Context: an optimization exercise on an open-source flow, tuned for small area, a short achievable clock period and few clock cycles per item. The choices shown serve that exercise and are no tape-out recipe.
Function was not checked in any run shown here: the RTL went through the layout flow alone.

==> flow/design.v, too long to show whole: its modules and the start of the top module <==
// module fta_add_align: 28 lines
// module fta_add_sum: 19 lines
// module fta_add_norm: 30 lines
// module fta_mul_pp: 1281 lines
// module fta_booth_enc: 30 lines
// module fta_mul_red: 247 lines
// module fta_div_sel: 16 lines
// module fta_div_sel3: 14 lines
// module fta_div_init: 14 lines
// module fta_div_row: 33 lines
// module fta_div_fin: 22 lines
// module fta_div_end1: 36 lines
// module fta_div_end2: 23 lines
// module fp32_truncating_alu_top: 421 lines
module fp32_truncating_alu_top
(
   input  wire logic        clock,
   input  wire logic        reset,
   input  wire logic        req_tvalid,
   output logic             req_tready,
   input  wire logic [71:0] req_tdata,
   output logic             rsp_tvalid,
   input  wire logic        rsp_tready,
   output logic [39:0]      rsp_tdata
);
  // ...
==> flow/flow/run.sh <==
#!/bin/bash
# Standard layout, with timing repair aiming below the clock period: repair
# works on every path with less than SETUP_SLACK_MARGIN ns of slack.
set -euo pipefail
bash standard.sh SETUP_SLACK_MARGIN=7.5 finish > standard_flow.log 2>&1
==> flow/standard.sh <==
#!/bin/bash
# synth_recipe.tcl (not shown) runs the flow's synth.tcl, then flattens the netlist and writes it again
# the make line also repeats each setting of config.mk as NAME=value (left out here)
make -C /OpenROAD-flow-scripts/flow DESIGN_CONFIG=/design/flow/config.mk WORK_HOME=/design/flow/orfs CLKGATE_MAP_FILE= SYNTH_SCRIPT=/design/flow/synth_recipe.tcl "${@:-finish}"
==> flow/config.mk <==
export PLATFORM = sky130hd
export DESIGN_NAME = fp32_truncating_alu_top
export DESIGN_NICKNAME = fp32_truncating_alu_top
export VERILOG_FILES = /design/flow/design.v
export SDC_FILE = /design/flow/constraint.sdc
export NUM_CORES = 4
export LEC_CHECK = 0
export ABC_AREA = 1
export CAP_MARGIN = 20
export CORE_MARGIN = 2
export CORE_UTILIZATION = 40
export SLEW_MARGIN = 20
==> flow/constraint.sdc <==
create_clock -name core_clock -period 12.0 [get_ports {clock}]
set_input_delay 2.4000 -clock core_clock [delete_from_list [all_inputs] [get_ports {clock}]]
set_output_delay 2.4000 -clock core_clock [all_outputs]
set_load 0.01 [all_outputs]
==> flow_summary.yaml, run 1 <==
clock_tree:
  cts_root_buf: "clkbuf_16"
  tritoncts: "done"
  cts_hold_buffers: 0
  cts_buffers: 114
cells_and_area:
  seqCellArea_um2: 29600
  seq_cell_count: 1001
  num-nonclk-inverters: 1477
  largest_registers: "mx1 (60), out_r (33), skid_r (33)"
  bufAreaShareNonClock_pct: 6.18
  area_growth_pct: 18.2
  multi_input_area_um2: 52200
  nMultiInputCombCells: 6255
yosys:
  syn_area_um2: 85900
  synth_edf_count: 957
  synth-compound-area-share_pct: 11.7
  synthAdderAreaFrac_pct: 28.3
  synthMuxAreaShare_pct: 0.140
  yosys.area_share.xor_xnor_pct: 5.34
  synth.most_common_cell: "nand2_1"
  yosys.area.top_type: "edfxtp_1"
  synth_top_cell_area_share_pct: 33.5
  avgSynthCellArea_um2: 9.47
timing:
  relSlewSlack_pct: 23.8
  fin_ws_ns: 5.90
  fmax_mhz: 164
routing:
  antenna_left: 0
critical_path:
  cp_slowest_cell: "fa_1"
  criticalPathCategory: "flip-flop to flip-flop"
  critical_path.max_stage_delay_ns: 0.47
  cp.required_ns: 12.56
  worst-path-buf-inv: 3
status:
  status: "complete, no violations"
min_path:
  min_from: "e5[7]"
global_routing:
  use_met2_pct: 47.5
  grt_antenna_before_repair: 5
==> module fta_div_init, before the edit <==
module fta_div_init
(
   input  wire logic [22:0] a_mantissa,
   input  wire logic [22:0] b_mantissa,
   input  wire logic        ge,
   output logic [26:0]      s,
   output logic [26:0]      c,
   output logic             pos,
   output logic             neg
);
   assign s = ge ? {3'b001, a_mantissa, 1'b1} : {2'b01, a_mantissa, 2'b01};
   assign c = ~{3'b001, b_mantissa, 1'b0};
   fta_div_sel u_sel (.a(s[26:23]), .b(c[26:23]), .pos(pos), .neg(neg));
endmodule
==> module fta_div_end1, before the edit <==
module fta_div_end1
(
   input  wire logic [26:0] s,
   input  wire logic [26:0] c,
   input  wire logic [22:0] b_mantissa,
   input  wire logic        pos,       
   input  wire logic        neg,
   input  wire logic [21:0] tp,        
   input  wire logic [21:0] tn,        
   output logic [22:0]      t,         
   output logic             p24,
   output logic             n24,
   output logic [2:0]       sg         
);
   logic [26:0] s22, c22, s23, c23;
   logic        p23, n23;
   fta_div_row u_row22 (.s(s), .c(c), .b_mantissa(b_mantissa), .pos(pos), .neg(neg),
                        .s_o(s22), .c_o(c22), .npos(p23), .nneg(n23));
   fta_div_row u_row23 (.s(s22), .c(c22), .b_mantissa(b_mantissa), .pos(p23), .neg(n23),
                        .s_o(s23), .c_o(c23), .npos(p24), .nneg(n24));
   logic [26:0] ys, yc, dd, w_p, w_z, w_n;
   assign ys  = {s23[25:0], 1'b0};
   assign yc  = {c23[25:0], 1'b0};
   assign dd  = {3'b001, b_mantissa, 1'b0};
   assign w_p = ys + yc + ~dd + 27'd1;
   assign w_z = ys + yc;
   assign w_n = ys + yc + dd;
   assign sg  = {w_p[26], w_z[26], w_n[26]};
   logic [21:0] t22, low;
   assign t22 = tp - tn;
   always_comb begin
      low[0] = 1'b1;
      for (int i = 1; i < 22; i++) low[i] = low[i-1] & ~t22[i-1];
   end
   assign t = {t22 ^ (low & {22{n23}}), p23 | n23};
endmodule
==> module fp32_truncating_alu_top, before the edit <==
module fp32_truncating_alu_top
(
   input  wire logic        clock,
   input  wire logic        reset,
   input  wire logic        req_tvalid,
   output logic             req_tready,
   input  wire logic [71:0] req_tdata,
   output logic             rsp_tvalid,
   input  wire logic        rsp_tready,
   output logic [39:0]      rsp_tdata
);
   logic en;
   logic out_v, skid_v;
   logic [32:0] out_r, skid_r;
   assign en         = ~skid_v;
   assign req_tready = en;
   assign rsp_tvalid = out_v;
   assign rsp_tdata  = {7'd0, out_r};
   logic       v0;
   logic [1:0] op0;
   logic       as0, bs0;
   logic [7:0] ae0, be0;
   logic [22:0] am0, bm0;
   logic       ge0;      
   always_ff @(posedge clock) begin
      if (reset) v0 <= 1'b0;
      else if (en) v0 <= req_tvalid;
   end
   always_ff @(posedge clock) begin
      if (en) begin
         op0 <= req_tdata[1:0];
         as0 <= req_tdata[2];
         ae0 <= req_tdata[10:3];
         am0 <= req_tdata[33:11];
         bs0 <= req_tdata[34] ^ (req_tdata[1:0] == 2'd1);
         be0 <= req_tdata[42:35];
         bm0 <= req_tdata[65:43];
         ge0 <= req_tdata[33:11] >= req_tdata[65:43];
      end
   end
   logic isdiv0, ismul0, isadd0;
   assign isdiv0 = (op0 == 2'd3);
   assign ismul0 = (op0 == 2'd2);
   assign isadd0 = ~op0[1];
   logic [26:0] s_i, c_i;
   logic        qp_i, qn_i;
   fta_div_init u_init (.a_mantissa(am0), .b_mantissa(bm0), .ge(ge0), .s(s_i), .c(c_i), .pos(qp_i), .neg(qn_i));
   logic [9:0]  e_div;
   assign e_div = {2'b00, ae0} - {2'b00, be0} + 10'd127 - {9'd0, ~ge0};
   logic [26:0] st1_s2, st1_c2;
   logic        st1_p3, st1_n3;
   fta_div_row u_row2 (.s(s_i), .c(c_i), .b_mantissa(bm0), .pos(qp_i), .neg(qn_i),
                      .s_o(st1_s2), .c_o(st1_c2), .npos(st1_p3), .nneg(st1_n3));
   logic [26:0] st1_s3, st1_c3;
   logic        st1_p4, st1_n4;
   fta_div_row u_row3 (.s(st1_s2), .c(st1_c2), .b_mantissa(bm0), .pos(st1_p3), .neg(st1_n3),
                      .s_o(st1_s3), .c_o(st1_c3), .npos(st1_p4), .nneg(st1_n4));
   logic [138:0] m_v;
   logic [11:0] bone0, btwo0;    
   fta_booth_enc u_benc (.b({1'b1, bm0}), .bone(bone0), .btwo(btwo0));
   fta_mul_pp u_mul_pp (.a({1'b1, am0}), .b({1'b1, bm0}), .bone(bone0), .btwo(btwo0), .v(m_v));
   logic [9:0]  e_mul;
   assign e_mul = {2'b00, ae0} + {2'b00, be0} - 10'd127;
   logic [22:0] a_big;
   logic [23:0] a_sml;
   logic [7:0]  a_e;
   logic        a_sg, a_sub;
   fta_add_align u_align (.a_sign(as0), .a_exponent(ae0), .a_mantissa(am0),
                          .b_sign(bs0), .b_exponent(be0), .b_mantissa(bm0),
                          .big(a_big), .sml(a_sml), .e_big(a_e), .sg_big(a_sg), .eff_sub(a_sub));
   logic        v1;
   logic [1:0]  op1;
   logic [9:0]  e1;
   logic [26:0] s1, c1;
   logic [22:0] d1;
   logic        g1, ge1;
   logic        qp1, qn1;    
   logic [3:0] dg1;    
   logic [61:0] mx1;    
   always_ff @(posedge clock) begin
      if (reset) v1 <= 1'b0;
      else if (en) v1 <= v0;
   end
   always_ff @(posedge clock) begin
      if (en) begin
         op1 <= op0;
         s1  <= isdiv0 ? st1_s3 : ismul0 ? m_v[26:0] : {a_sub, 3'd0, a_big};
         c1  <= isdiv0 ? st1_c3 : ismul0 ? m_v[53:27] : {3'd0, a_sml};
         d1  <= ismul0 ? m_v[76:54] : bm0;
         e1  <= isdiv0 ? e_div : ismul0 ? e_mul : {2'b00, a_e};
         g1  <= isadd0 ? a_sg : (as0 ^ bs0);
         ge1 <= ge0;
         qp1 <= st1_p4;
         qn1 <= st1_n4;
         dg1 <= {{qp_i, qn_i}, st1_p3, st1_n3};
         mx1 <= m_v[138:77];
      end
   end
   logic [24:0] m_row0, m_row1;
   logic        m_cin;
   fta_mul_red u_mul_red (.v({mx1, d1, c1, s1}), .row0(m_row0), .row1(m_row1), .cin(m_cin));
   logic [24:0] a_mag;
   logic [4:0]  a_lz;
   fta_add_sum u_sum (.big(s1[22:0]), .sml(c1[23:0]), .eff_sub(s1[26]), .mag(a_mag), .lz(a_lz));
   logic isdiv1, ismul1;
   assign isdiv1 = (op1 == 2'd3);
   assign ismul1 = (op1 == 2'd2);
   logic [26:0] st2_s4, st2_c4;
   logic        st2_p5, st2_n5;
   fta_div_row u_row4 (.s(s1), .c(c1), .b_mantissa(d1), .pos(qp1), .neg(qn1),
                      .s_o(st2_s4), .c_o(st2_c4), .npos(st2_p5), .nneg(st2_n5));
   logic [26:0] st2_s5, st2_c5;
   logic        st2_p6, st2_n6;
   fta_div_row u_row5 (.s(st2_s4), .c(st2_c4), .b_mantissa(d1), .pos(st2_p5), .neg(st2_n5),
                      .s_o(st2_s5), .c_o(st2_c5), .npos(st2_p6), .nneg(st2_n6));
   logic [26:0] st2_s6, st2_c6;
   logic        st2_p7, st2_n7;
   fta_div_row u_row6 (.s(st2_s5), .c(st2_c5), .b_mantissa(d1), .pos(st2_p6), .neg(st2_n6),
                      .s_o(st2_s6), .c_o(st2_c6), .npos(st2_p7), .nneg(st2_n7));
   logic        v2;
   logic [1:0]  op2;
   logic [9:0]  e2;
   logic [26:0] s2, c2;
   logic [22:0] d2;
   logic        g2, ge2;
   logic        qp2, qn2;    
   logic [9:0] dg2;    
   always_ff @(posedge clock) begin
      if (reset) v2 <= 1'b0;
      else if (en) v2 <= v1;
   end
   always_ff @(posedge clock) begin
      if (en) begin
         op2 <= op1;
         s2  <= isdiv1 ? st2_s6 : ismul1 ? {1'b0, m_cin, m_row0} : {2'b0, a_mag};
         c2  <= isdiv1 ? st2_c6 : ismul1 ? {2'b0, m_row1} : {22'd0, a_lz};
         d2  <= d1;
         e2  <= e1;
         g2  <= g1;
         ge2 <= ge1;
         qp2 <= st2_p7;
         qn2 <= st2_n7;
         dg2 <= {{{dg1, qp1, qn1}, st2_p5, st2_n5}, st2_p6, st2_n6};
      end
   end
   logic [24:0] m_p;
   logic [22:0] m_mant;
   logic [9:0]  m_e;
   assign m_p    = s2[24:0] + c2[24:0] + {24'd0, s2[25]};
   assign m_mant = m_p[24] ? m_p[23:1] : m_p[22:0];
   assign m_e    = e2 + {9'd0, m_p[24]};
   logic [22:0] a_mant;
   logic [9:0]  a_eo;
   logic        a_sgo;
   fta_add_norm u_norm (.mag(s2[24:0]), .lz(c2[4:0]), .e_big(e2[7:0]), .sg_big(g2),
                        .mant(a_mant), .e(a_eo), .sg(a_sgo));
   logic isdiv2, ismul2;
   assign isdiv2 = (op2 == 2'd3);
   assign ismul2 = (op2 == 2'd2);
   logic [26:0] st3_s7, st3_c7;
   logic        st3_p8, st3_n8;
   fta_div_row u_row7 (.s(s2), .c(c2), .b_mantissa(d2), .pos(qp2), .neg(qn2),
                      .s_o(st3_s7), .c_o(st3_c7), .npos(st3_p8), .nneg(st3_n8));
   logic [26:0] st3_s8, st3_c8;
   logic        st3_p9, st3_n9;
   fta_div_row u_row8 (.s(st3_s7), .c(st3_c7), .b_mantissa(d2), .pos(st3_p8), .neg(st3_n8),
                      .s_o(st3_s8), .c_o(st3_c8), .npos(st3_p9), .nneg(st3_n9));
   logic [26:0] st3_s9, st3_c9;
   logic        st3_p10, st3_n10;
   fta_div_row u_row9 (.s(st3_s8), .c(st3_c8), .b_mantissa(d2), .pos(st3_p9), .neg(st3_n9),
                      .s_o(st3_s9), .c_o(st3_c9), .npos(st3_p10), .nneg(st3_n10));
   logic        v3;
   logic        dv3;     
   logic [8:0]  e3;      
   logic [26:0] s3, c3;
   logic [22:0] d3;
   logic        g3, ge3;
   logic        qp3, qn3;    
   logic [15:0] dg3;    
   logic [9:0]  e3_in;
   assign e3_in = isdiv2 ? e2 : ismul2 ? m_e : a_eo;
   always_ff @(posedge clock) begin
      if (reset) v3 <= 1'b0;
      else if (en) v3 <= v2;
   end
   always_ff @(posedge clock) begin
      if (en) begin
         dv3 <= (op2 == 2'd3);
         s3  <= st3_s9;
         c3  <= st3_c9;
         d3  <= isdiv2 ? d2 : ismul2 ? m_mant : a_mant;
         e3  <= {e3_in[9] | e3_in[8], e3_in[7:0]};
         g3  <= (isdiv2 | ismul2) ? g2 : a_sgo;
         ge3 <= ge2;
         qp3 <= st3_p10;
         qn3 <= st3_n10;
         dg3 <= {{{dg2, qp2, qn2}, st3_p8, st3_n8}, st3_p9, st3_n9};
      end
   end
   logic [26:0] st4_s10, st4_c10;
   logic        st4_p11, st4_n11;
   fta_div_row u_row10 (.s(s3), .c(c3), .b_mantissa(d3), .pos(qp3), .neg(qn3),
                      .s_o(st4_s10), .c_o(st4_c10), .npos(st4_p11), .nneg(st4_n11));
   logic [26:0] st4_s11, st4_c11;
   logic        st4_p12, st4_n12;
   fta_div_row u_row11 (.s(st4_s10), .c(st4_c10), .b_mantissa(d3), .pos(st4_p11), .neg(st4_n11),
                      .s_o(st4_s11), .c_o(st4_c11), .npos(st4_p12), .nneg(st4_n12));
   logic [26:0] st4_s12, st4_c12;
   logic        st4_p13, st4_n13;
   fta_div_row u_row12 (.s(st4_s11), .c(st4_c11), .b_mantissa(d3), .pos(st4_p12), .neg(st4_n12),
                      .s_o(st4_s12), .c_o(st4_c12), .npos(st4_p13), .nneg(st4_n13));
   logic        v4;
   logic        dv4;     
   logic [8:0]  e4;      
   logic [26:0] s4, c4;
   logic [22:0] d4;
   logic        g4, ge4;
   logic        qp4, qn4;    
   logic [21:0] dg4;    
   always_ff @(posedge clock) begin
      if (reset) v4 <= 1'b0;
      else if (en) v4 <= v3;
   end
   always_ff @(posedge clock) begin
      if (en) begin
         dv4 <= dv3;
         s4  <= st4_s12;
         c4  <= st4_c12;
         d4  <= d3;
         e4  <= e3;
         g4  <= g3;
         ge4 <= ge3;
         qp4 <= st4_p13;
         qn4 <= st4_n13;
         dg4 <= {{{dg3, qp3, qn3}, st4_p11, st4_n11}, st4_p12, st4_n12};
      end
   end
   logic [10:0] cv_p, cv_n;
   always_comb begin
      for (int i = 0; i < 11; i++) begin
         cv_p[i] = dg4[2*i+1];
         cv_n[i] = dg4[2*i];
      end
   end
   logic [11:0] cv;
   assign cv = {1'b1, cv_p} - {1'b0, cv_n};
   logic [26:0] st5_s13, st5_c13;
   logic        st5_p14, st5_n14;
   fta_div_row u_row13 (.s(s4), .c(c4), .b_mantissa(d4), .pos(qp4), .neg(qn4),
                      .s_o(st5_s13), .c_o(st5_c13), .npos(st5_p14), .nneg(st5_n14));
   logic [26:0] st5_s14, st5_c14;
   logic        st5_p15, st5_n15;
   fta_div_row u_row14 (.s(st5_s13), .c(st5_c13), .b_mantissa(d4), .pos(st5_p14), .neg(st5_n14),
                      .s_o(st5_s14), .c_o(st5_c14), .npos(st5_p15), .nneg(st5_n15));
   logic [26:0] st5_s15, st5_c15;
   logic        st5_p16, st5_n16;
   fta_div_row u_row15 (.s(st5_s14), .c(st5_c14), .b_mantissa(d4), .pos(st5_p15), .neg(st5_n15),
                      .s_o(st5_s15), .c_o(st5_c15), .npos(st5_p16), .nneg(st5_n16));
   logic        v5;
   logic        dv5;     
   logic [8:0]  e5;      
   logic [26:0] s5, c5;
   logic [22:0] d5;
   logic        g5, ge5;
   logic        qp5, qn5;    
   logic [11:0] bv5;    
   logic [5:0] dg5;    
   always_ff @(posedge clock) begin
      if (reset) v5 <= 1'b0;
      else if (en) v5 <= v4;
   end
   always_ff @(posedge clock) begin
      if (en) begin
         dv5 <= dv4;
         s5  <= st5_s15;
         c5  <= st5_c15;
         d5  <= d4;
         e5  <= e4;
         g5  <= g4;
         ge5 <= ge4;
         qp5 <= st5_p16;
         qn5 <= st5_n16;
         bv5 <= cv;
         dg5 <= {{{qp4, qn4}, st5_p14, st5_n14}, st5_p15, st5_n15};
      end
   end
   logic [26:0] st6_s16, st6_c16;
   logic        st6_p17, st6_n17;
   fta_div_row u_row16 (.s(s5), .c(c5), .b_mantissa(d5), .pos(qp5), .neg(qn5),
                      .s_o(st6_s16), .c_o(st6_c16), .npos(st6_p17), .nneg(st6_n17));
   logic [26:0] st6_s17, st6_c17;
   logic        st6_p18, st6_n18;
   fta_div_row u_row17 (.s(st6_s16), .c(st6_c16), .b_mantissa(d5), .pos(st6_p17), .neg(st6_n17),
                      .s_o(st6_s17), .c_o(st6_c17), .npos(st6_p18), .nneg(st6_n18));
   logic [26:0] st6_s18, st6_c18;
   logic        st6_p19, st6_n19;
   fta_div_row u_row18 (.s(st6_s17), .c(st6_c17), .b_mantissa(d5), .pos(st6_p18), .neg(st6_n18),
                      .s_o(st6_s18), .c_o(st6_c18), .npos(st6_p19), .nneg(st6_n19));
   logic        v6;
   logic        dv6;     
   logic [8:0]  e6;      
   logic [26:0] s6, c6;
   logic [22:0] d6;
   logic        g6, ge6;
   logic        qp6, qn6;    
   logic [11:0] bv6;    
   logic [11:0] dg6;    
   always_ff @(posedge clock) begin
      if (reset) v6 <= 1'b0;
      else if (en) v6 <= v5;
   end
   always_ff @(posedge clock) begin
      if (en) begin
         dv6 <= dv5;
         s6  <= st6_s18;
         c6  <= st6_c18;
         d6  <= d5;
         e6  <= e5;
         g6  <= g5;
         ge6 <= ge5;
         qp6 <= st6_p19;
         qn6 <= st6_n19;
         bv6 <= bv5;
         dg6 <= {{{dg5, qp5, qn5}, st6_p17, st6_n17}, st6_p18, st6_n18};
      end
   end
   logic [26:0] st7_s19, st7_c19;
   logic        st7_p20, st7_n20;
   fta_div_row u_row19 (.s(s6), .c(c6), .b_mantissa(d6), .pos(qp6), .neg(qn6),
                      .s_o(st7_s19), .c_o(st7_c19), .npos(st7_p20), .nneg(st7_n20));
   logic [26:0] st7_s20, st7_c20;
   logic        st7_p21, st7_n21;
   fta_div_row u_row20 (.s(st7_s19), .c(st7_c19), .b_mantissa(d6), .pos(st7_p20), .neg(st7_n20),
                      .s_o(st7_s20), .c_o(st7_c20), .npos(st7_p21), .nneg(st7_n21));
   logic [26:0] st7_s21, st7_c21;
   logic        st7_p22, st7_n22;
   fta_div_row u_row21 (.s(st7_s20), .c(st7_c20), .b_mantissa(d6), .pos(st7_p21), .neg(st7_n21),
                      .s_o(st7_s21), .c_o(st7_c21), .npos(st7_p22), .nneg(st7_n22));
   logic        v7;
   logic        dv7;     
   logic [8:0]  e7;      
   logic [26:0] s7, c7;
   logic [22:0] d7;
   logic        g7, ge7;
   logic        qp7, qn7;    
   logic [11:0] bv7;    
   logic [17:0] dg7;    
   always_ff @(posedge clock) begin
      if (reset) v7 <= 1'b0;
      else if (en) v7 <= v6;
   end
   always_ff @(posedge clock) begin
      if (en) begin
         dv7 <= dv6;
         s7  <= st7_s21;
         c7  <= st7_c21;
         d7  <= d6;
         e7  <= e6;
         g7  <= g6;
         ge7 <= ge6;
         qp7 <= st7_p22;
         qn7 <= st7_n22;
         bv7 <= bv6;
         dg7 <= {{{dg6, qp6, qn6}, st7_p20, st7_n20}, st7_p21, st7_n21};
      end
   end
   logic [8:0] qpv, qnv;
   always_comb begin
      for (int i = 0; i < 9; i++) begin
         qpv[i] = dg7[2*i+1];
         qnv[i] = dg7[2*i];
      end
   end
   logic [22:0] e1_t;
   logic        e1_p24, e1_n24;
   logic [2:0]  e1_sg;
   fta_div_end1 u_end1 (.s(s7), .c(c7), .b_mantissa(d7), .pos(qp7), .neg(qn7),
                        .tp({bv7, qpv, qp7}), .tn({12'd0, qnv, qn7}),
                        .t(e1_t), .p24(e1_p24), .n24(e1_n24), .sg(e1_sg));
   logic        v8, dv8, g8, ge8, p24_8, n24_8;
   logic [8:0]  e8;
   logic [22:0] d8, t8;
   logic [2:0]  sg8;
   always_ff @(posedge clock) begin
      if (reset) v8 <= 1'b0;
      else if (en) v8 <= v7;
   end
   always_ff @(posedge clock) begin
      if (en) begin
         dv8    <= dv7;
         e8     <= e7;
         g8     <= g7;
         ge8    <= ge7;
         d8     <= d7;
         t8     <= e1_t;
         p24_8  <= e1_p24;
         n24_8  <= e1_n24;
         sg8    <= e1_sg;
      end
   end
   logic [22:0] dv_mant;
   fta_div_end2 u_end2 (.t(t8), .p24(p24_8), .n24(n24_8), .sg(sg8), .ge(ge8), .mant(dv_mant));
   logic [32:0] res;
   assign res = {e8[8], dv8 ? dv_mant : d8, e8[7:0], g8};
   logic pop;
   assign pop = out_v & rsp_tready;
   always_ff @(posedge clock) begin
      if (reset) begin
         out_v  <= 1'b0;
         skid_v <= 1'b0;
      end else begin
         if (~out_v | pop) out_v <= skid_v | (en & v8);
         if (skid_v) skid_v <= ~pop;
         else        skid_v <= en & v8 & out_v & ~pop;
      end
   end
   always_ff @(posedge clock) begin
      if (~out_v | pop) out_r <= skid_v ? skid_r : res;
      if (~skid_v) skid_r <= res;
   end
endmodule
==> inputs of run 2 (changes only) <==
--- a/flow/design.v
+++ b/flow/design.v
@@ -1688,11 +1688,19 @@
    input  wire logic        ge,
    output logic [26:0]      s,
-   output logic [26:0]      c,
-   output logic             pos,
-   output logic             neg
+   output logic [26:0]      c
 );
    assign s = ge ? {3'b001, a_mantissa, 1'b1} : {2'b01, a_mantissa, 2'b01};
    assign c = ~{3'b001, b_mantissa, 1'b0};
-   fta_div_sel u_sel (.a(s[26:23]), .b(c[26:23]), .pos(pos), .neg(neg));
+endmodule
+module fta_div_first
+(
+   input  wire logic [22:21] a_mantissa,
+   input  wire logic         b22,
+   input  wire logic         ge,
+   output logic              pos,
+   output logic              neg
+);
+   fta_div_sel u_sel (.a(ge ? {3'b001, a_mantissa[22]} : {2'b01, a_mantissa[22:21]}),
+                      .b({3'b110, ~b22}), .pos(pos), .neg(neg));
 endmodule
 module fta_div_row
@@ -1729,26 +1737,4 @@
    assign nneg = pos ? n_p : neg ? n_n : n_z;
 endmodule
-module fta_div_fin
-(
-   input  wire logic [26:0] s,
-   input  wire logic [26:0] c,
-   input  wire logic [23:0] tp,      
-   input  wire logic [23:0] tn,      
-   input  wire logic        ge,
-   output logic [22:0]      mant
-);
-   logic [26:0] w;
-   logic [23:0] t;
-   logic [22:0] low;                 
-   logic [22:0] q;
-   assign w = s + c;
-   assign t = tp - tn;
-   always_comb begin
-      low[0] = 1'b1;
-      for (int i = 1; i < 23; i++) low[i] = low[i-1] & ~t[i-1];
-   end
-   assign q    = t[22:0] ^ (low & {23{w[26]}});
-   assign mant = {q[22:1], q[0] & ge};
-endmodule
 module fta_div_end1
 (
@@ -1758,6 +1744,6 @@
    input  wire logic        pos,       
    input  wire logic        neg,
-   input  wire logic [21:0] tp,        
-   input  wire logic [21:0] tn,        
+   input  wire logic [22:0] tp,        
+   input  wire logic [22:0] tn,        
    output logic [22:0]      t,         
    output logic             p24,
@@ -1765,9 +1751,6 @@
    output logic [2:0]       sg         
 );
-   logic [26:0] s22, c22, s23, c23;
-   logic        p23, n23;
-   fta_div_row u_row22 (.s(s), .c(c), .b_mantissa(b_mantissa), .pos(pos), .neg(neg),
-                        .s_o(s22), .c_o(c22), .npos(p23), .nneg(n23));
-   fta_div_row u_row23 (.s(s22), .c(c22), .b_mantissa(b_mantissa), .pos(p23), .neg(n23),
+   logic [26:0] s23, c23;
+   fta_div_row u_row23 (.s(s), .c(c), .b_mantissa(b_mantissa), .pos(pos), .neg(neg),
                         .s_o(s23), .c_o(c23), .npos(p24), .nneg(n24));
    logic [26:0] ys, yc, dd, w_p, w_z, w_n;
@@ -1779,11 +1762,5 @@
    assign w_n = ys + yc + dd;
    assign sg  = {w_p[26], w_z[26], w_n[26]};
-   logic [21:0] t22, low;
-   assign t22 = tp - tn;
-   always_comb begin
-      low[0] = 1'b1;
-      for (int i = 1; i < 22; i++) low[i] = low[i-1] & ~t22[i-1];
-   end
-   assign t = {t22 ^ (low & {22{n23}}), p23 | n23};
+   assign t   = tp - tn;
 endmodule
 module fta_div_end2
@@ -1836,5 +1813,8 @@
    logic [7:0] ae0, be0;
    logic [22:0] am0, bm0;
-   logic       ge0;      
+   logic       ge0, ge_in;    
+   logic       qp0, qn0, qp_in, qn_in;    
+   assign ge_in = req_tdata[33:11] >= req_tdata[65:43];
+   fta_div_first u_first (.a_mantissa(req_tdata[33:32]), .b22(req_tdata[65]), .ge(ge_in), .pos(qp_in), .neg(qn_in));
    always_ff @(posedge clock) begin
       if (reset) v0 <= 1'b0;
@@ -1850,5 +1830,7 @@
          be0 <= req_tdata[42:35];
          bm0 <= req_tdata[65:43];
-         ge0 <= req_tdata[33:11] >= req_tdata[65:43];
+         ge0 <= ge_in;
+         qp0 <= qp_in;
+         qn0 <= qn_in;
       end
    end
@@ -1858,11 +1840,10 @@
    assign isadd0 = ~op0[1];
    logic [26:0] s_i, c_i;
-   logic        qp_i, qn_i;
-   fta_div_init u_init (.a_mantissa(am0), .b_mantissa(bm0), .ge(ge0), .s(s_i), .c(c_i), .pos(qp_i), .neg(qn_i));
+   fta_div_init u_init (.a_mantissa(am0), .b_mantissa(bm0), .ge(ge0), .s(s_i), .c(c_i));
    logic [9:0]  e_div;
    assign e_div = {2'b00, ae0} - {2'b00, be0} + 10'd127 - {9'd0, ~ge0};
    logic [26:0] st1_s2, st1_c2;
    logic        st1_p3, st1_n3;
-   fta_div_row u_row2 (.s(s_i), .c(c_i), .b_mantissa(bm0), .pos(qp_i), .neg(qn_i),
+   fta_div_row u_row2 (.s(s_i), .c(c_i), .b_mantissa(bm0), .pos(qp0), .neg(qn0),
                       .s_o(st1_s2), .c_o(st1_c2), .npos(st1_p3), .nneg(st1_n3));
    logic [26:0] st1_s3, st1_c3;
@@ -1870,4 +1851,8 @@
    fta_div_row u_row3 (.s(st1_s2), .c(st1_c2), .b_mantissa(bm0), .pos(st1_p3), .neg(st1_n3),
                       .s_o(st1_s3), .c_o(st1_c3), .npos(st1_p4), .nneg(st1_n4));
+   logic [26:0] st1_s4, st1_c4;
+   logic        st1_p5, st1_n5;
+   fta_div_row u_row4 (.s(st1_s3), .c(st1_c3), .b_mantissa(bm0), .pos(st1_p4), .neg(st1_n4),
+                      .s_o(st1_s4), .c_o(st1_c4), .npos(st1_p5), .nneg(st1_n5));
    logic [138:0] m_v;
    logic [11:0] bone0, btwo0;    
@@ -1890,5 +1875,5 @@
    logic        g1, ge1;
    logic        qp1, qn1;    
-   logic [3:0] dg1;    
+   logic [5:0] dg1;    
    logic [61:0] mx1;    
    always_ff @(posedge clock) begin
@@ -1899,13 +1884,13 @@
       if (en) begin
          op1 <= op0;
-         s1  <= isdiv0 ? st1_s3 : ismul0 ? m_v[26:0] : {a_sub, 3'd0, a_big};
-         c1  <= isdiv0 ? st1_c3 : ismul0 ? m_v[53:27] : {3'd0, a_sml};
+         s1  <= isdiv0 ? st1_s4 : ismul0 ? m_v[26:0] : {a_sub, 3'd0, a_big};
+         c1  <= isdiv0 ? st1_c4 : ismul0 ? m_v[53:27] : {3'd0, a_sml};
          d1  <= ismul0 ? m_v[76:54] : bm0;
          e1  <= isdiv0 ? e_div : ismul0 ? e_mul : {2'b00, a_e};
          g1  <= isadd0 ? a_sg : (as0 ^ bs0);
          ge1 <= ge0;
-         qp1 <= st1_p4;
-         qn1 <= st1_n4;
-         dg1 <= {{qp_i, qn_i}, st1_p3, st1_n3};
+         qp1 <= st1_p5;
+         qn1 <= st1_n5;
+         dg1 <= {{{qp0, qn0}, st1_p3, st1_n3}, st1_p4, st1_n4};
          mx1 <= m_v[138:77];
       end
@@ -1920,11 +1905,7 @@
    assign isdiv1 = (op1 == 2'd3);
    assign ismul1 = (op1 == 2'd2);
-   logic [26:0] st2_s4, st2_c4;
-   logic        st2_p5, st2_n5;
-   fta_div_row u_row4 (.s(s1), .c(c1), .b_mantissa(d1), .pos(qp1), .neg(qn1),
-                      .s_o(st2_s4), .c_o(st2_c4), .npos(st2_p5), .nneg(st2_n5));
    logic [26:0] st2_s5, st2_c5;
    logic        st2_p6, st2_n6;
-   fta_div_row u_row5 (.s(st2_s4), .c(st2_c4), .b_mantissa(d1), .pos(st2_p5), .neg(st2_n5),
+   fta_div_row u_row5 (.s(s1), .c(c1), .b_mantissa(d1), .pos(qp1), .neg(qn1),
                       .s_o(st2_s5), .c_o(st2_c5), .npos(st2_p6), .nneg(st2_n6));
    logic [26:0] st2_s6, st2_c6;
@@ -1932,4 +1913,8 @@
    fta_div_row u_row6 (.s(st2_s5), .c(st2_c5), .b_mantissa(d1), .pos(st2_p6), .neg(st2_n6),
                       .s_o(st2_s6), .c_o(st2_c6), .npos(st2_p7), .nneg(st2_n7));
+   logic [26:0] st2_s7, st2_c7;
+   logic        st2_p8, st2_n8;
+   fta_div_row u_row7 (.s(st2_s6), .c(st2_c6), .b_mantissa(d1), .pos(st2_p7), .neg(st2_n7),
+                      .s_o(st2_s7), .c_o(st2_c7), .npos(st2_p8), .nneg(st2_n8));
    logic        v2;
    logic [1:0]  op2;
@@ -1939,5 +1924,5 @@
    logic        g2, ge2;
    logic        qp2, qn2;    
-   logic [9:0] dg2;    
+   logic [11:0] dg2;    
    always_ff @(posedge clock) begin
       if (reset) v2 <= 1'b0;
@@ -1947,13 +1932,13 @@
       if (en) begin
          op2 <= op1;
-         s2  <= isdiv1 ? st2_s6 : ismul1 ? {1'b0, m_cin, m_row0} : {2'b0, a_mag};
-         c2  <= isdiv1 ? st2_c6 : ismul1 ? {2'b0, m_row1} : {22'd0, a_lz};
+         s2  <= isdiv1 ? st2_s7 : ismul1 ? {1'b0, m_cin, m_row0} : {2'b0, a_mag};
+         c2  <= isdiv1 ? st2_c7 : ismul1 ? {2'b0, m_row1} : {22'd0, a_lz};
          d2  <= d1;
          e2  <= e1;
          g2  <= g1;
          ge2 <= ge1;
-         qp2 <= st2_p7;
-         qn2 <= st2_n7;
-         dg2 <= {{{dg1, qp1, qn1}, st2_p5, st2_n5}, st2_p6, st2_n6};
+         qp2 <= st2_p8;
+         qn2 <= st2_n8;
+         dg2 <= {{{dg1, qp1, qn1}, st2_p6, st2_n6}, st2_p7, st2_n7};
       end
    end
@@ -1972,11 +1957,7 @@
    assign isdiv2 = (op2 == 2'd3);
    assign ismul2 = (op2 == 2'd2);
-   logic [26:0] st3_s7, st3_c7;
-   logic        st3_p8, st3_n8;
-   fta_div_row u_row7 (.s(s2), .c(c2), .b_mantissa(d2), .pos(qp2), .neg(qn2),
-                      .s_o(st3_s7), .c_o(st3_c7), .npos(st3_p8), .nneg(st3_n8));
    logic [26:0] st3_s8, st3_c8;
    logic        st3_p9, st3_n9;
-   fta_div_row u_row8 (.s(st3_s7), .c(st3_c7), .b_mantissa(d2), .pos(st3_p8), .neg(st3_n8),
+   fta_div_row u_row8 (.s(s2), .c(c2), .b_mantissa(d2), .pos(qp2), .neg(qn2),
                       .s_o(st3_s8), .c_o(st3_c8), .npos(st3_p9), .nneg(st3_n9));
    logic [26:0] st3_s9, st3_c9;
@@ -1984,4 +1965,8 @@
    fta_div_row u_row9 (.s(st3_s8), .c(st3_c8), .b_mantissa(d2), .pos(st3_p9), .neg(st3_n9),
                       .s_o(st3_s9), .c_o(st3_c9), .npos(st3_p10), .nneg(st3_n10));
+   logic [26:0] st3_s10, st3_c10;
+   logic        st3_p11, st3_n11;
+   fta_div_row u_row10 (.s(st3_s9), .c(st3_c9), .b_mantissa(d2), .pos(st3_p10), .neg(st3_n10),
+                      .s_o(st3_s10), .c_o(st3_c10), .npos(st3_p11), .nneg(st3_n11));
    logic        v3;
    logic        dv3;     
@@ -1991,5 +1976,5 @@
    logic        g3, ge3;
    logic        qp3, qn3;    
-   logic [15:0] dg3;    
+   logic [17:0] dg3;    
    logic [9:0]  e3_in;
    assign e3_in = isdiv2 ? e2 : ismul2 ? m_e : a_eo;
@@ -2001,22 +1986,18 @@
       if (en) begin
          dv3 <= (op2 == 2'd3);
-         s3  <= st3_s9;
-         c3  <= st3_c9;
+         s3  <= st3_s10;
+         c3  <= st3_c10;
          d3  <= isdiv2 ? d2 : ismul2 ? m_mant : a_mant;
          e3  <= {e3_in[9] | e3_in[8], e3_in[7:0]};
          g3  <= (isdiv2 | ismul2) ? g2 : a_sgo;
          ge3 <= ge2;
-         qp3 <= st3_p10;
-         qn3 <= st3_n10;
-         dg3 <= {{{dg2, qp2, qn2}, st3_p8, st3_n8}, st3_p9, st3_n9};
+         qp3 <= st3_p11;
+         qn3 <= st3_n11;
+         dg3 <= {{{dg2, qp2, qn2}, st3_p9, st3_n9}, st3_p10, st3_n10};
       end
    end
-   logic [26:0] st4_s10, st4_c10;
-   logic        st4_p11, st4_n11;
-   fta_div_row u_row10 (.s(s3), .c(c3), .b_mantissa(d3), .pos(qp3), .neg(qn3),
-                      .s_o(st4_s10), .c_o(st4_c10), .npos(st4_p11), .nneg(st4_n11));
    logic [26:0] st4_s11, st4_c11;
    logic        st4_p12, st4_n12;
-   fta_div_row u_row11 (.s(st4_s10), .c(st4_c10), .b_mantissa(d3), .pos(st4_p11), .neg(st4_n11),
+   fta_div_row u_row11 (.s(s3), .c(c3), .b_mantissa(d3), .pos(qp3), .neg(qn3),
                       .s_o(st4_s11), .c_o(st4_c11), .npos(st4_p12), .nneg(st4_n12));
    logic [26:0] st4_s12, st4_c12;
@@ -2024,4 +2005,8 @@
    fta_div_row u_row12 (.s(st4_s11), .c(st4_c11), .b_mantissa(d3), .pos(st4_p12), .neg(st4_n12),
                       .s_o(st4_s12), .c_o(st4_c12), .npos(st4_p13), .nneg(st4_n13));
+   logic [26:0] st4_s13, st4_c13;
+   logic        st4_p14, st4_n14;
+   fta_div_row u_row13 (.s(st4_s12), .c(st4_c12), .b_mantissa(d3), .pos(st4_p13), .neg(st4_n13),
+                      .s_o(st4_s13), .c_o(st4_c13), .npos(st4_p14), .nneg(st4_n14));
    logic        v4;
    logic        dv4;     
@@ -2031,5 +2016,5 @@
    logic        g4, ge4;
    logic        qp4, qn4;    
-   logic [21:0] dg4;    
+   logic [23:0] dg4;    
    always_ff @(posedge clock) begin
       if (reset) v4 <= 1'b0;
@@ -2039,31 +2024,27 @@
       if (en) begin
          dv4 <= dv3;
-         s4  <= st4_s12;
-         c4  <= st4_c12;
+         s4  <= st4_s13;
+         c4  <= st4_c13;
          d4  <= d3;
          e4  <= e3;
          g4  <= g3;
          ge4 <= ge3;
-         qp4 <= st4_p13;
-         qn4 <= st4_n13;
-         dg4 <= {{{dg3, qp3, qn3}, st4_p11, st4_n11}, st4_p12, st4_n12};
+         qp4 <= st4_p14;
+         qn4 <= st4_n14;
+         dg4 <= {{{dg3, qp3, qn3}, st4_p12, st4_n12}, st4_p13, st4_n13};
       end
    end
-   logic [10:0] cv_p, cv_n;
+   logic [11:0] cv_p, cv_n;
    always_comb begin
-      for (int i = 0; i < 11; i++) begin
+      for (int i = 0; i < 12; i++) begin
          cv_p[i] = dg4[2*i+1];
          cv_n[i] = dg4[2*i];
       end
    end
-   logic [11:0] cv;
+   logic [12:0] cv;
    assign cv = {1'b1, cv_p} - {1'b0, cv_n};
-   logic [26:0] st5_s13, st5_c13;
-   logic        st5_p14, st5_n14;
-   fta_div_row u_row13 (.s(s4), .c(c4), .b_mantissa(d4), .pos(qp4), .neg(qn4),
-                      .s_o(st5_s13), .c_o(st5_c13), .npos(st5_p14), .nneg(st5_n14));
    logic [26:0] st5_s14, st5_c14;
    logic        st5_p15, st5_n15;
-   fta_div_row u_row14 (.s(st5_s13), .c(st5_c13), .b_mantissa(d4), .pos(st5_p14), .neg(st5_n14),
+   fta_div_row u_row14 (.s(s4), .c(c4), .b_mantissa(d4), .pos(qp4), .neg(qn4),
                       .s_o(st5_s14), .c_o(st5_c14), .npos(st5_p15), .nneg(st5_n15));
    logic [26:0] st5_s15, st5_c15;
@@ -2071,4 +2052,8 @@
    fta_div_row u_row15 (.s(st5_s14), .c(st5_c14), .b_mantissa(d4), .pos(st5_p15), .neg(st5_n15),
                       .s_o(st5_s15), .c_o(st5_c15), .npos(st5_p16), .nneg(st5_n16));
+   logic [26:0] st5_s16, st5_c16;
+   logic        st5_p17, st5_n17;
+   fta_div_row u_row16 (.s(st5_s15), .c(st5_c15), .b_mantissa(d4), .pos(st5_p16), .neg(st5_n16),
+                      .s_o(st5_s16), .c_o(st5_c16), .npos(st5_p17), .nneg(st5_n17));
    logic        v5;
    logic        dv5;     
@@ -2078,5 +2063,5 @@
    logic        g5, ge5;
    logic        qp5, qn5;    
-   logic [11:0] bv5;    
+   logic [12:0] bv5;    
    logic [5:0] dg5;    
    always_ff @(posedge clock) begin
@@ -2087,23 +2072,19 @@
       if (en) begin
          dv5 <= dv4;
-         s5  <= st5_s15;
-         c5  <= st5_c15;
+         s5  <= st5_s16;
+         c5  <= st5_c16;
          d5  <= d4;
          e5  <= e4;
          g5  <= g4;
          ge5 <= ge4;
-         qp5 <= st5_p16;
-         qn5 <= st5_n16;
+         qp5 <= st5_p17;
+         qn5 <= st5_n17;
          bv5 <= cv;
-         dg5 <= {{{qp4, qn4}, st5_p14, st5_n14}, st5_p15, st5_n15};
+         dg5 <= {{{qp4, qn4}, st5_p15, st5_n15}, st5_p16, st5_n16};
       end
    end
-   logic [26:0] st6_s16, st6_c16;
-   logic        st6_p17, st6_n17;
-   fta_div_row u_row16 (.s(s5), .c(c5), .b_mantissa(d5), .pos(qp5), .neg(qn5),
-                      .s_o(st6_s16), .c_o(st6_c16), .npos(st6_p17), .nneg(st6_n17));
    logic [26:0] st6_s17, st6_c17;
    logic        st6_p18, st6_n18;
-   fta_div_row u_row17 (.s(st6_s16), .c(st6_c16), .b_mantissa(d5), .pos(st6_p17), .neg(st6_n17),
+   fta_div_row u_row17 (.s(s5), .c(c5), .b_mantissa(d5), .pos(qp5), .neg(qn5),
                       .s_o(st6_s17), .c_o(st6_c17), .npos(st6_p18), .nneg(st6_n18));
    logic [26:0] st6_s18, st6_c18;
@@ -2111,4 +2092,8 @@
    fta_div_row u_row18 (.s(st6_s17), .c(st6_c17), .b_mantissa(d5), .pos(st6_p18), .neg(st6_n18),
                       .s_o(st6_s18), .c_o(st6_c18), .npos(st6_p19), .nneg(st6_n19));
+   logic [26:0] st6_s19, st6_c19;
+   logic        st6_p20, st6_n20;
+   fta_div_row u_row19 (.s(st6_s18), .c(st6_c18), .b_mantissa(d5), .pos(st6_p19), .neg(st6_n19),
+                      .s_o(st6_s19), .c_o(st6_c19), .npos(st6_p20), .nneg(st6_n20));
    logic        v6;
    logic        dv6;     
@@ -2118,5 +2103,5 @@
    logic        g6, ge6;
    logic        qp6, qn6;    
-   logic [11:0] bv6;    
+   logic [12:0] bv6;    
    logic [11:0] dg6;    
    always_ff @(posedge clock) begin
@@ -2127,23 +2112,19 @@
       if (en) begin
          dv6 <= dv5;
-         s6  <= st6_s18;
-         c6  <= st6_c18;
+         s6  <= st6_s19;
+         c6  <= st6_c19;
          d6  <= d5;
          e6  <= e5;
          g6  <= g5;
          ge6 <= ge5;
-         qp6 <= st6_p19;
-         qn6 <= st6_n19;
+         qp6 <= st6_p20;
+         qn6 <= st6_n20;
          bv6 <= bv5;
-         dg6 <= {{{dg5, qp5, qn5}, st6_p17, st6_n17}, st6_p18, st6_n18};
+         dg6 <= {{{dg5, qp5, qn5}, st6_p18, st6_n18}, st6_p19, st6_n19};
       end
    end
-   logic [26:0] st7_s19, st7_c19;
-   logic        st7_p20, st7_n20;
-   fta_div_row u_row19 (.s(s6), .c(c6), .b_mantissa(d6), .pos(qp6), .neg(qn6),
-                      .s_o(st7_s19), .c_o(st7_c19), .npos(st7_p20), .nneg(st7_n20));
    logic [26:0] st7_s20, st7_c20;
    logic        st7_p21, st7_n21;
-   fta_div_row u_row20 (.s(st7_s19), .c(st7_c19), .b_mantissa(d6), .pos(st7_p20), .neg(st7_n20),
+   fta_div_row u_row20 (.s(s6), .c(c6), .b_mantissa(d6), .pos(qp6), .neg(qn6),
                       .s_o(st7_s20), .c_o(st7_c20), .npos(st7_p21), .nneg(st7_n21));
    logic [26:0] st7_s21, st7_c21;
@@ -2151,4 +2132,8 @@
    fta_div_row u_row21 (.s(st7_s20), .c(st7_c20), .b_mantissa(d6), .pos(st7_p21), .neg(st7_n21),
                       .s_o(st7_s21), .c_o(st7_c21), .npos(st7_p22), .nneg(st7_n22));
+   logic [26:0] st7_s22, st7_c22;
+   logic        st7_p23, st7_n23;
+   fta_div_row u_row22 (.s(st7_s21), .c(st7_c21), .b_mantissa(d6), .pos(st7_p22), .neg(st7_n22),
+                      .s_o(st7_s22), .c_o(st7_c22), .npos(st7_p23), .nneg(st7_n23));
    logic        v7;
    logic        dv7;     
@@ -2158,5 +2143,5 @@
    logic        g7, ge7;
    logic        qp7, qn7;    
-   logic [11:0] bv7;    
+   logic [12:0] bv7;    
    logic [17:0] dg7;    
    always_ff @(posedge clock) begin
@@ -2167,14 +2152,14 @@
       if (en) begin
          dv7 <= dv6;
-         s7  <= st7_s21;
-         c7  <= st7_c21;
+         s7  <= st7_s22;
+         c7  <= st7_c22;
          d7  <= d6;
          e7  <= e6;
          g7  <= g6;
          ge7 <= ge6;
-         qp7 <= st7_p22;
-         qn7 <= st7_n22;
+         qp7 <= st7_p23;
+         qn7 <= st7_n23;
          bv7 <= bv6;
-         dg7 <= {{{dg6, qp6, qn6}, st7_p20, st7_n20}, st7_p21, st7_n21};
+         dg7 <= {{{dg6, qp6, qn6}, st7_p21, st7_n21}, st7_p22, st7_n22};
       end
    end
@@ -2190,5 +2175,5 @@
    logic [2:0]  e1_sg;
    fta_div_end1 u_end1 (.s(s7), .c(c7), .b_mantissa(d7), .pos(qp7), .neg(qn7),
-                        .tp({bv7, qpv, qp7}), .tn({12'd0, qnv, qn7}),
+                        .tp({bv7, qpv, qp7}), .tn({13'd0, qnv, qn7}),
                         .t(e1_t), .p24(e1_p24), .n24(e1_n24), .sg(e1_sg));
    logic        v8, dv8, g8, ge8, p24_8, n24_8;
==> flow_summary.yaml, run 2 <==
status:
  status: "complete, no violations"
yosys:
  syn_inst: 8921
  synth_edf_count: 970
  avgSynthCellArea_um2: 9.63
  yosys-top-cells-area: "edfxtp_1 34%, fa_1 19%, ha_1 9.8%"
  ys_async_sr_fraction_pct: 0
  yosys.area.top_type: "edfxtp_1"
  synth.distinct_cells: 81
  synth_flop_cell: "edfxtp_1"
  synth.most_common_cell: "nand2_1"
  yosysSeqAreaShare_pct: 34.9
  syn_area_um2: 85900
  synth_top_cell_area_share_pct: 33.9
  ys.warnings.count: 4
  ys_ff_latch: 1014
  synth_common_cells: "1365 x nand2_1, 1315 x inv_1, 970 x edfxtp_1"
timing:
  rsz0062_at_grt: "yes"
  tns_ns: 0
  period_needed_ns: 5.07
  finalHoldViolCount: 0
  post-route-period-util_pct: 42.2
  fin_skew_ns: 0.0508
  fin_ws_ns: 6.93
  fmax_mhz: 197
  finalSetupViolCount: 0
  final_max_slew_viol_count: 0
  worst_pin_slew_ns: 1.18
  relSlewSlack_pct: 20.5
clock_tree:
  path_clk_slew_ns: 0.06
  htree_levels: 3
  tritoncts: "done"
  cts_root_buf: "clkbuf_16"
  clock_path_buffers: 3
  cts_buffers: 118
  clk_latency_ns: 0.80
  cts.sinks: 1014
critical_path:
  critical_path.max_stage_delay_ns: 0.54
  r2r-start: "qp7"
  cp_max_fo: 6
  crit_path_start: "qp7"
  cp_slowest_cell: "fa_2"
  cp.required_ns: 12.55
  criticalPathCategory: "flip-flop to flip-flop"
  end_kind: "flip-flop"
  arrival_ns: 5.62
  crit_family: "compound AO/OA/AOI/OAI gates"
  start_kind: "flip-flop"
  worst-path-buf-inv: 5
floorplanning:
  rows: 170
  ioPinCount: 118
  dieArea_um2: 218000
  die_height_um: 467
  fp.dieW_um: 467
  start_util_pct: 40.1
  coreArea_um2: 214000
routing:
  drt-vias-per-instance: 5.51
  initialDrtViolationCount: 5641
  vias: 67835
  dr.pass1.iters: 6
  wl_mm: 307
  antenna_left: 0
  post_drt_wl_per_cell_um: 24.9
  drc: 0
global_routing:
  grt_antenna_before_repair: 12
  grt_pass1_vias: 68014
  grt_overflow: 0
  grt_max_degree: 145
  grt_pass1_wl_mm: 440
  groute.usage.overall_pct: 27.2
min_path:
  hp-class: "flip-flop to flip-flop"
  min_from: "e6[5]"
cells_and_area:
  multi_input_area_um2: 52800
  largest_registers: "mx1 (60), out_r (33), skid_r (33)"
  final_cell_mix: "1268 x nand2_1, 1238 x inv_1, 970 x edfxtp_1"
  layout_commonest_cell: "nand2_1"
  largest_reg_flops: 60
  final_area_um2: 103000
  top_register: "mx1"
  fillers: 19670
  final_util_pct: 48.2
  seqCellArea_um2: 30000
  drive_gt1_share_pct: 16.4
  fin_cells: 12320
  nets: 10924
  area_growth_pct: 20.1
place:
  hpwl_mm: 205
  dp_cells: 11619
  io_buffers: 104
  place_congestion: 0.982
  place_area_um2: 90100
  preCtsSetupSlack_ns: 5.89
job:
  maxCapViolCount: 0
## run 2: changes by cell type after synthesis, moves of 14 or more
cell	change
o21ai_0	-174
nand3_1	+24
inv_1	-103
nor2_1	+132
o211ai_1	-14
nand2_1	-207
clkbuf_1	-14
a21oi_1	+114
o21ai_1	+17
xnor2_1	+29
## run 2: path summary, 6_finish.rpt
check,cells after the start,slack (ns),end
setup / recovery,30,6.93,sg8[2]
hold / removal,0,0.38,e7[5]
setup reg to reg,30,6.93,sg8[2]
hold reg to reg,0,0.38,e7[5]
## run 2: cells by family (layout without fill, tap and decap cells)
family	count (synthesis)	in the layout	synth area share, %
xor gates and xnor gates	538	538	5.66
adders and majority gates	1473	1473	28.4
DFF	1014	1014	34.9
and+or+nand+nor	2402	2419	11.7
muxes	13	13	0.153
AOI/OAI and AO/OA	1732	1738	11.3
other	1	10	0.00437
buffers and inverters	1748	2277	7.86
## run 2: metal layers
layer	wire [um]	track usage, %	up-vias
met5	92	0	-
met2	143000	45.0	2939
met3	23600	5.88	1057
met4	29500	21.1	14
met1	110000	30.6	33247
li1	-	-	30578
## run 2: cell type report
| class | instances | share of cell area, % |
|---|---|---|
| Multi-Input combinational cell | 6188 | 51.2 |
| Sequential cell | 1014 | 29.1 |
| Timing Repair Buffer | 678 | 7.00 |
| Inverter | 1369 | 5.21 |
| Tap cell | 2838 | 3.44 |
| Clock buffer | 141 | 3.03 |
| Clock inverter | 83 | 0.963 |
| Timing Repair inverter | 6 | 0.0485 |
| Antenna cell | 3 | 0.00728 |
## run 2: metrics by stage
| stage | hold WS, ns |
|---|---|
| after detailed placement | 0.405 |
| after global routing | 0.383 |
| after global placement | 0.401 |
| after CTS | 0.378 |
| after floorplan | 0.400 |
| final | 0.383 |
## run 2: timing repair
item,CTS,global route
pin swaps,159,321
setup endpoints to repair,413,342
hold buffers,0,0
buffers inserted,220,190
gates cloned,45,18
resized for setup,547,613
==> inputs of run 3 (changes only) <==
--- a/flow/config.mk
+++ b/flow/config.mk
@@ -6,5 +6,4 @@
 export NUM_CORES = 4
 export LEC_CHECK = 0
-export ABC_AREA = 1
 export CAP_MARGIN = 20
 export CORE_MARGIN = 2
==> flow_summary.yaml, run 3 <==
yosys:
  synth_common_cells: "1080 x inv_1, 970 x edfxtp_1, 847 x a21oi_1"
  yosysSeqAreaShare_pct: 32.3
  syn_inst: 9603
  synth_top_cell_area_share_pct: 31.3
  yosys.area.top_type: "edfxtp_1"
  synth_edf_count: 970
  ys_async_sr_fraction_pct: 0
  yosys-top-cells-area: "edfxtp_1 31%, fa_1 17%, ha_1 9.1%"
  synth.distinct_cells: 90
  avgSynthCellArea_um2: 9.69
  synth.most_common_cell: "inv_1"
  ys.warnings.count: 4
  syn_area_um2: 93000
  synth_flop_cell: "edfxtp_1"
  ys_ff_latch: 1014
timing:
  final_max_slew_viol_count: 0
  finalSetupViolCount: 0
  finalHoldViolCount: 0
  fin_skew_ns: 0.0443
  fmax_mhz: 178
  worst_pin_slew_ns: 1.15
  relSlewSlack_pct: 22.5
  rsz0062_at_grt: "yes"
  post-route-period-util_pct: 46.9
  period_needed_ns: 5.62
routing:
  antenna_left: 0
  initialDrtViolationCount: 7119
  dr.pass1.iters: 6
  post_drt_wl_per_cell_um: 25.0
  drc: 0
  vias: 75561
  wl_mm: 327
  drt-vias-per-instance: 5.78
floorplanning:
  fp.dieW_um: 486
  ioPinCount: 118
  dieArea_um2: 236000
  die_height_um: 486
  rows: 177
  coreArea_um2: 232000
  start_util_pct: 40.1
critical_path:
  worst-path-stages: 23
  critical_path.max_stage_delay_ns: 0.50
  reg2regPathDepth: 23
  cp_common_cell: "o31ai_1"
  end_kind: "flip-flop"
  endpoint: "sg8[0]"
  start_kind: "flip-flop"
  crit_family: "compound AO/OA/AOI/OAI gates"
  r2r_slack_ns: 6.38
  criticalPathCategory: "flip-flop to flip-flop"
  r2r_end: "sg8[0]"
  crit_path_start: "qp7"
  worst-path-buf-inv: 2
  path_cells: "buf_12 -> buf_6 -> xnor2_4 -> nor2_4 -> fa_1 -> ha_4 -> or3_4 -> o221a_4 -> a311oi_4 -> o211a_1 -> o21bai_1 -> a21oi_1 -> xnor2_1 -> ha_1 -> nor4_2 -> o211ai_1 -> a21oi_2 -> nor3_2 -> a221oi_2 -> o31ai_1 -> a221oi_1 -> o31ai_1 -> xor2_1"
  r2r-start: "qp7"
  cp_max_fo: 14
  cp_slowest_cell: "fa_1"
  arrival_ns: 6.14
  cp.required_ns: 12.52
cells_and_area:
  nets: 11499
  largest_registers: "mx1 (60), out_r (33), skid_r (33)"
  area_growth_pct: 21.3
  fillers: 20803
  drive_gt1_share_pct: 20.0
  largest_reg_flops: 60
  fin_cells: 13084
  final_area_um2: 113000
  top_register: "mx1"
  final_cell_mix: "989 x inv_1, 970 x edfxtp_1, 742 x nand2_1"
  layout_commonest_cell: "inv_1"
min_path:
  hp-class: "flip-flop to flip-flop"
clock_tree:
  clock_path_buffers: 3
  path_clk_slew_ns: 0.06
  cts_buffers: 109
  cts_hold_buffers: 0
  cts_root_buf: "clkbuf_16"
  htree_levels: 3
  clk_latency_ns: 0.79
  tritoncts: "done"
  cts.sinks: 1014
place:
  hpwl_mm: 214
  place_congestion: 0.961
  dp_cells: 12280
  place_area_um2: 97100
  io_buffers: 104
global_routing:
  grt_max_degree: 149
  groute.usage.overall_pct: 26.3
  grt_overflow: 0
  grt_pass1_vias: 74197
  grt_pass1_wl_mm: 470
  grt_antenna_before_repair: 6
status:
  status: "complete, no violations"
job:
  maxCapViolCount: 0
-- run 3: cell types whose count changed in the layout (fill, tap and decap cells not counted), sizes merged, moves of 99 or more --
| cell | before | now |
|---|---|---|
| a211oi | 8 | 107 |
| a21o | 3 | 128 |
| a21oi | 471 | 847 |
| buf | 546 | 709 |
| inv | 1339 | 1071 |
| mux2i | 12 | 263 |
| nand2 | 1387 | 816 |
| nand3 | 349 | 181 |
| nor2 | 519 | 664 |
| o22ai | 286 | 89 |
| xor2 | 415 | 95 |
-- run 3: timing repair --
action	in CTS	in global routing
resized for setup	1002	686
buffers inserted	344	178
gates cloned	54	26
pin swaps	350	320
setup endpoints to repair	513	509
-- run 3: logic make-up (layout without fill, tap and decap cells) --
group	after synthesis	in the layout	share of synthesized area, %
AOI/OAI and AO/OA	2523	2527	16.1
and+or+nand+nor	2071	2073	9.77
buffers and inverters	1745	2163	7.08
adders and majority gates	1541	1541	27.0
DFF	1014	1014	32.3
muxes	391	396	4.82
xor gates and xnor gates	317	318	3.03
other	1	9	0.00403
-- run 3: cell type report --
cell class | instances | area (um^2) | area share [%]
Multi-Input combinational cell | 6862 | 61500 | 54.5
Timing Repair inverter | 5 | 33.8 | 0.0299
Antenna cell | 2 | 5.00 | 0.00443
Timing Repair Buffer | 865 | 9700 | 8.59
Inverter | 1093 | 4220 | 3.74
Tap cell | 3043 | 3810 | 3.37
Sequential cell | 1014 | 30000 | 26.6
Clock inverter | 56 | 606 | 0.537
Clock buffer | 144 | 2990 | 2.65
-- run 3: how the worst min path moves through the flow --
stage / startpoint / end / slack, ns / depth (start not counted)
after floorplan: bv5[0] / bv6[0] / 0.40 / 0
after global routing: dg3[0] / dg4[6] / 0.42 / 0
after global placement: dg5[2] / dg6[8] / 0.40 / 0
final: dg3[0] / dg4[6] / 0.40 / 0
after detailed placement: dg1[4] / dg2[10] / 0.40 / 0
after CTS: dg3[0] / dg4[6] / 0.40 / 0
-- run 3: stage by stage --
| stage | hold WS (ns) | setup TNS (ns) | utilization (%) | worst slack, ns |
|---|---|---|---|---|
| after floorplan | 0.400 | -2897.15 | - | -3.42 |
| after detailed placement | 0.405 | 0 | 41.9 | 4.94 |
| after CTS | 0.405 | 0 | 46.7 | 6.36 |
| after global placement | 0.401 | 0 | 41.9 | 4.90 |
| after global routing | 0.416 | 0 | 48.7 | 6.18 |
| final | 0.402 | 0 | 48.7 | 6.38 |
-- run 3: per-layer routing --
layer  wire (um)  GRT usage [%]
met1      115000           29.7
met2      156000           44.5
met3       23100           4.21
met4       32400           20.7
met5          23              0

-- re-timing with driven ports --
The results above use ideal ports. As a check the final layouts listed here were re-extracted and re-timed, cells and wires unchanged. Step 1: set_driving_cell puts a clkbuf_16 on clock and a buf_2 on each other input, an assumption about the parent block. Step 2 moves the port delays by t, midway between the first and last clock arrival at a register: inputs arrive t later, outputs are due t later. That takes back most of the time a late clock gives input paths. Three values: no drivers, after step 1, after step 2; two values: the first two.
run | t, ns | setup WS [ns] | worst hold slack (ns) | worst setup path after step 2 | clock arrival spread, ns
run 1 | 0.869 | 5.902 / 5.902 / 5.902 | 0.387 / 0.387 / 0.387 | register to register | 0.070 / 0.070
run 2 | 0.865 | 6.932 / 6.932 / 6.795 | 0.383 / 0.383 / 0.383 | input to register | 0.057 / 0.057
run 3 | 0.861 | 6.377 / 6.377 / 6.377 | 0.402 / 0.402 / 0.402 | register to register | 0.045 / 0.045
After both steps setup and hold are still met in every run listed. The setup slack of run 2, which loses most, moves by 0.000 ns with the drivers and by -0.137 ns with both steps.
